What follows belongs to an exercise in optimizing a design on an open flow for small area and few clock cycles per item; a production flow would make more cautious choices.
In this exercise RTL edits were held to simulation tests only and were not proved equivalent to the original.
Power figures rest on the tool's default switching activity, not on a simulated workload.

// box_redact_blend_mosaic_core
module box_redact_blend_mosaic_core (
  input  wire logic                             clk_i,
  input  wire logic                             rst_ni,
  input  wire logic                             cfg_we_i,
  input  wire logic [brbm_pkg::CFG_IDX_W-1:0]   cfg_index_i,
  input  wire logic [brbm_pkg::CFG_DATA_W-1:0]  cfg_data_i,
  input  wire logic                             in_valid_i,
  output logic                                  in_stall_o,
  input  wire logic [brbm_pkg::COORD_W-1:0]     col_i,
  input  wire logic [brbm_pkg::COORD_W-1:0]     row_index_i,
  input  wire logic [brbm_pkg::SAMPLE_W-1:0]    luma_in_i,
  input  wire logic [brbm_pkg::SAMPLE_W-1:0]    cb_in_i,
  input  wire logic [brbm_pkg::SAMPLE_W-1:0]    cr_in_i,
  output logic                                  out_valid_o,
  input  wire logic                             out_stall_i,
  output logic [brbm_pkg::SAMPLE_W-1:0]         luma_out_o,
  output logic [brbm_pkg::SAMPLE_W-1:0]         cb_out_o,
  output logic [brbm_pkg::SAMPLE_W-1:0]         cr_out_o
);
Size: ~5000 cells after synthesis, about 1700 flip-flops, about 110 I/O pins, about 0.060 mm2 of cells after synthesis.
clock: 6.5 ns
lec_check: 0
cap_margin: 0
core_margin: 2
core_utilization: 60
cts_buf_list: sky130_fd_sc_hd__clkbuf_4 sky130_fd_sc_hd__clkbuf_8
slew_margin: 0
run.sh (not shown) runs the stock make flow with config.mk's settings and CLKGATE_MAP_FILE= SYNTH_SCRIPT=/design/flow/synth_recipe.tcl, a recipe that flattens the netlist after the stock synthesis.
The starting point ran to the end with violations: capacitance limit, slew limit.
Testbench counts at the start, summed over its fixed seeds: cycles 66,591, items 65,536.
Rerun with:
Settings changed: CAP_MARGIN 0 to 20, CORE_UTILIZATION 60 to 40, CTS_BUF_LIST sky130_fd_sc_hd__clkbuf_4 sky130_fd_sc_hd__clkbuf_8 to unset, SLEW_MARGIN 0 to 20.
Outcome: This time the run finished with timing, DRC and antenna clean; die area grows by well over a third; global-route usage shrinks by 14 points; design area grows by a few percent; power grows by a few percent; worst setup slack loses 160 ps; non-clock buffer count grows by 63; hold slack loses 7.8 ps; area after synthesis stays the same; utilization shrinks by 23 points.


== branch tundra ==
Another version of the RTL of box_redact_blend_mosaic_core (not shown whole).
Size in the first run: about 4700 cells after synthesis, about 1700 flip-flops, about 55000 um^2 of cells after synthesis.
Settings: LEC_CHECK=0, CAP_MARGIN=10, CORE_MARGIN=2, CORE_UTILIZATION=60, SLEW_MARGIN=10; clock period 6.5 ns.
standard.sh (not shown) runs the stock make flow with config.mk's settings and CLKGATE_MAP_FILE= SYNTH_SCRIPT=/design/flow/synth_recipe.tcl, a recipe that flattens the netlist after the stock synthesis.
==> flow/flow/run.sh <==
#!/bin/bash
# Layout: the standard flow (standard.sh) with three changes:
#  - synthesis is synth_recipe.tcl unchanged, but ABC maps the logic with an
#    area-oriented script (flow/area.abc); registers are mapped before ABC
#    and are the standard synthesis's;
#  - ports are buffered with the smallest buffer;
#  - the clock tree is built from clkbuf_4/clkbuf_8 without dummy loads,
#    with sink clusters of up to 16 flip-flops.
# Each make run's output goes to its own log file here; ORFS's per-step logs
# are under orfs/logs.
set -euo pipefail
W=$PWD
export MY_ABC_SCRIPT=$W/flow/area.abc
cat "$W/flow/abc_override.tcl" "$W/synth_recipe.tcl" > "$W/my_synth.tcl"
bash "$W/standard.sh" "SYNTH_SCRIPT=$W/my_synth.tcl" \
  "BUFFER_PORTS_ARGS=-inputs -outputs -buffer_cell sky130_fd_sc_hd__buf_1" \
  "CTS_ARGS=-sink_clustering_enable -repair_clock_nets -dont_use_dummy_load -sink_clustering_size 16 -sink_clustering_max_diameter 50 -buf_list {sky130_fd_sc_hd__clkbuf_4 sky130_fd_sc_hd__clkbuf_8}" \
  finish > "$W/make_finish.log" 2>&1
==> flow/flow/abc_override.tcl <==
# Technology mapping with an area-oriented ABC script (MY_ABC_SCRIPT) in place
# of the one the synthesis script names; the rest of the synthesis is the standard flow's.
proc abc {args} {
  set i [lsearch -exact $args -script]
  if {$i >= 0 && [info exists ::env(MY_ABC_SCRIPT)]} {
    lset args [expr {$i + 1}] $::env(MY_ABC_SCRIPT)
  }
  yosys abc {*}$args
}
==> flow/flow/area.abc <==
strash; dch; map -a; topo; dnsize
branch tundra did not stop at any stage, and its layout met the timing, design-rule and antenna checks.
Testbench counts of branch tundra, summed over its fixed seeds: cycles 66,591, items 65,536.
Input changes introduced in branch garnet (baseline for comparison: branch tundra):
-- flow/config.mk --
<<< branch tundra, line 7
export LEC_CHECK = 0
export CAP_MARGIN = 10
export CORE_MARGIN = 2
export CORE_UTILIZATION = 60
export SLEW_MARGIN = 10
>>> branch garnet, line 7
export LEC_CHECK = 0
export CAP_MARGIN = 0
export CORE_MARGIN = 2
export CORE_UTILIZATION = 60
export CTS_BUF_LIST = sky130_fd_sc_hd__clkbuf_4 sky130_fd_sc_hd__clkbuf_8
export SLEW_MARGIN = 0
[summary]
Sequential share of layout area essentially unchanged between branch garnet and branch tundra.
From branch garnet to branch tundra, area after synthesis did not move at all.
Non-filler instance count after layout of branch tundra is on par with branch garnet.
Diff branch tundra..branch garnet | number of multi-input logic gates | unchanged
branch tundra reached the final stage; the timing, design-rule and antenna checks on its layout passed.
branch garnet: PASS, flow complete, no timing, DRC or antenna violations
On fraction of power consumed by the clock network, branch tundra tracks branch garnet almost exactly.
Reported for branch garnet and branch tundra, worst setup slack turned out identical to the last digit.
Any difference in leakage power of the design between branch garnet and branch tundra is small enough to ignore.

-- what the ideal ports hide --
In the flow no input, the clock included, has a driving cell. The finished layouts below were timed again as built, in two steps.
Step 1, drivers: a clkbuf_16 drives clk_i and a buf_2 each remaining input, both assumed.
Step 2 adds t to the input delays and takes it off the output delays; t is the mean of the earliest and latest rising clock arrival at the registers after step 1. Input paths then give back, and output paths get back, about the clock's delay inside the block.
Three values: ideal ports, drivers, drivers and shift; two values: the first two.
| run | t (ns) | setup slack, ns | worst setup path after step 2 |
|---|---|---|---|
| the first run of note 1 | 1.002 | 0.572 / 0.576 / -0.426 | input to register |
| the second run of note 1 | 0.884 | 0.410 / 0.443 / -0.441 | input to register |
| branch tundra | 0.871 | 0.535 / 0.535 / 0.061 | input to register |
| branch garnet | 0.871 | 0.535 / 0.535 / 0.061 | input to register |
For the first run of note 1, which loses most, drivers alone change the setup slack by +0.004 ns; drivers and shift together by -0.998 ns.
